Context: an optimization exercise on an open-source flow, tuned for small area, a short achievable clock period and few clock cycles per item. The choices shown serve that exercise and are no tape-out recipe.
No activity file was given, so power comes from the tool's default toggle rates.

Setup of run 1:
==> flow/design.v (excerpt) <==
module fixed_step_accumulator (
   input  logic                                 clock,
   input  logic                                 reset,
   input  logic                                 req_valid,
   output logic                                 req_ready,
   input  logic                                 req_operation,
   input  logic signed [fsa_pkg::ELAPSED_WIDTH-1:0] req_elapsed,
   output logic                                 rsp_valid,
   input  logic                                 rsp_ready,
   output logic [fsa_pkg::STEP_LIM_WIDTH-1:0]   rsp_step_count,
   output logic                                 rsp_dropped,
   output logic [fsa_pkg::BLEND_WIDTH-1:0]      rsp_blend_fraction,
   output logic [fsa_pkg::COUNT_WIDTH-1:0]      rsp_drop_count,
   output logic [fsa_pkg::DROP_TIME_WIDTH-1:0]  rsp_dropped_time,
   output logic [fsa_pkg::COUNT_WIDTH-1:0]      rsp_total_steps,
   input  logic                                 csr_valid,
   output logic                                 csr_ready,
   input  logic [fsa_pkg::CSR_INDEX_WIDTH-1:0]  csr_index,
   input  logic [fsa_pkg::CSR_DATA_WIDTH-1:0]   csr_data
);
   localparam int J    = 1;
   localparam int BPC  = 2 * J;                      
   localparam int NFC  = 16 / BPC;                   
   localparam int NIC  = (8 + BPC - 1) / BPC;        
   localparam int MW   = NIC * BPC;                  
   localparam int QW   = MW;                         
   localparam int CW   = 3;
  ...
For scale: ~2,300 cells after synthesis.
clock: 10.0 ns
lec_check: 0
cap_margin: 20
core_margin: 2
core_utilization: 40
slew_margin: 20
standard.sh (not shown) runs the stock make flow with config.mk's settings and CLKGATE_MAP_FILE= SYNTH_SCRIPT=/design/flow/synth_recipe.tcl, a recipe that flattens the netlist after the stock synthesis.
==> flow/flow/run.sh <==
#!/bin/bash
set -euo pipefail
bash standard.sh SETUP_SLACK_MARGIN=6 finish > standard_make.log 2>&1
### run 1 -> run 2
--- a/flow/design.v
+++ b/flow/design.v
@@ -152,48 +152,47 @@
    end
    assign r_s[0] = rw_ff;
    assign t_s[0] = tight_ff;
    for (genvar i = 0; i < J; i++) begin : g_step
       logic [26:0] tn;
       logic [4:0]  th;
-      logic [4:0]  th_dec;
       logic        wide;
       logic [26:0] n1, n2, n3;
       logic        f1, f2, f3;
+      logic        g1, g2, g3;
       logic [1:0]  m;
       logic        ct;
-      logic        c1, c2, c3;
       logic        s1, s2, s3;
+      logic [26:0] rn;
       logic        bm;
-      assign tn     = {r_s[i][24:0], qs_ff[QW-1-2*i -: 2]};
-      assign th     = r_s[i][29:25];
-      assign th_dec = th - 5'd1;
-      assign wide   = |r_s[i][31:25];
+      assign tn   = {r_s[i][24:0], qs_ff[QW-1-2*i -: 2]};
+      assign th   = r_s[i][29:25];
+      assign wide = |r_s[i][31:25];
       fsa_bk_add #(.N(27)) u_n1 (
          .a(tn), .b(~{2'd0, step_ff}), .cin(1'b1), .s(n1), .cout(f1)
       );
       fsa_bk_add #(.N(27)) u_n2 (
          .a(tn), .b(~{1'd0, step_ff, 1'b0}), .cin(1'b1), .s(n2), .cout(f2)
       );
       fsa_bk_add #(.N(27)) u_n3 (
          .a(tn), .b(~{1'd0, step3_ff}), .cin(1'b1), .s(n3), .cout(f3)
       );
       assign m  = lsh_dig[J-1-i];
       assign ct = clamp && t_s[i];
-      assign c3 = !ct || (m == 2'd3);
-      assign c2 = !ct || m[1];
-      assign c1 = !ct || (m != 2'd0);
-      assign s3 = (f3 && c3) || (wide && c3);
-      assign s2 = ((f2 && c2) || (wide && c2)) && !s3;
-      assign s1 = ((f1 && c1) || (wide && c1)) && !s3 && !s2;
-      assign r_s[i+1][26:0] = s3 ? n3 : s2 ? n2 : s1 ? n1 : tn;
+      assign g1 = f1 || wide;
+      assign g2 = f2 || wide;
+      assign g3 = f3 || wide;
+      assign s3 = g3 && (!ct || (m == 2'd3));
+      assign s2 = g2 && !s3 && (!ct || m[1]);
+      assign s1 = g1 && !s3 && !s2 && (!ct || (m != 2'd0));
+      assign rn = s3 ? n3 : s2 ? n2 : s1 ? n1 : tn;
       assign bm = (m == 2'd3) ? !f3 : (m == 2'd2) ? !f2 : (m == 2'd1) ? !f1 : 1'b0;
-      assign r_s[i+1][31:27] = !wide ? 5'd0 : bm ? th_dec : th;
+      assign r_s[i+1] = {wide ? th - 5'(bm) : 5'd0, rn};
       assign dig[i]   = {s3 || s2, s3 || s1};
-      assign t_s[i+1] = t_s[i] && (wide || (m == 2'd0) || (m == 2'd1 && f1) ||
-                                   (m == 2'd2 && f2) || (m == 2'd3 && f3));
+      assign t_s[i+1] = t_s[i] && ((m == 2'd0) || (m == 2'd1 && g1) ||
+                                   (m == 2'd2 && g2) || (m == 2'd3 && g3));
    end
    logic [BPC-1:0] digs;
    always_comb begin
       for (int i = 0; i < J; i++) begin
          digs[BPC-1-2*i -: 2] = dig[i];
       end
@@ -270,16 +269,14 @@
          bel_ff <= req_elapsed[31] ? 31'd0 : req_elapsed[30:0];
       end else if (start) begin
          buf_ff <= 1'b0;
       end
    end
    logic [16:0] dpart;
-   logic [15:0] lpart;
-   assign lpart = dchk ? rw_ff[15:0] : (cnt_ff == CW'(1)) ? rw_ff[31:16] : 16'd0;
    fsa_bk_add #(.N(16)) u_dpart (
-      .a(disc_ff[15:0]), .b(lpart), .cin(dc_ff && !dchk),
+      .a(disc_ff[15:0]), .b(rw_ff[15:0]), .cin(dc_ff && !dchk),
       .s(dpart[15:0]), .cout(dpart[16])
    );
    logic [COUNT_WIDTH-1:0] tsum;
    logic                   tsum_co;
    fsa_bk_add #(.N(COUNT_WIDTH)) u_tsum (
       .a(total_ff), .b({24'd0, out_steps_ff}), .cin(1'b0), .s(tsum), .cout(tsum_co)
@@ -312,22 +309,24 @@
             end
             ST_FRAC: begin
                first_ff <= 1'b0;
                if (dchk && drop) begin
                   st_ff  <= ST_DROP;
                   cnt_ff <= CW'(1);
+                  rw_ff  <= rw_ff >> 16;
                   dc_ff  <= dpart[16];
                end else begin
                   rw_ff  <= r_s[J];
                   cnt_ff <= cnt_ff - 1'b1;
                   if (cnt_ff == '0) begin
                      st_ff <= ST_IDLE;
                   end
                end
             end
             ST_DROP: begin
+               rw_ff  <= rw_ff >> 16;
                dc_ff  <= dpart[16];
                cnt_ff <= cnt_ff - 1'b1;
                if (cnt_ff == '0) begin
                   st_ff <= ST_IDLE;
                end
             end
--- outcome ---
Compared with run 1, count of distinct cell types in the synthesized netlist in run 2 increased slightly. When run 2 is set beside run 1, its number of buffers inserted during clock tree synthesis turns out to be 2 larger. Run 2 ends up with a clock period minus final worst setup slack that is 0.46 ns higher than in run 1. Run 2 ends up with a power density over cell area that is 4.5% higher than in run 1. Worst path setup slack after routing is higher on run 1. Looking at total power, run 2 sits about 4% higher than run 1 does.
Function was not checked in any run of this note: the RTL went through the layout flow alone.

afterwards: timing with drivers on the ports:
The results above use ideal ports. As a check the final layouts listed here were re-extracted and re-timed, cells and wires unchanged.
Step 1: set_driving_cell puts a clkbuf_16 on clock and a buf_2 on each other input, an assumption about the parent block.
Step 2, shift: input delay + t, output delay - t, t = (earliest + latest rising clock arrival at the registers) / 2. This alone moves slack from input paths to output paths.
Slacks: ideal ports / drivers / drivers and shift; pairs: ideal ports / drivers.
run	shift t [ns]	setup slack, ns	pins driven straight from the clock port
run 1	0.625	5.673 / 5.673 / 5.079	1
run 2	0.615	5.214 / 5.214 / 5.214	1
After both steps every run listed still meets setup and hold. For run 1, which loses most, drivers alone change the setup slack by 0.000 ns; drivers and shift together by -0.594 ns.
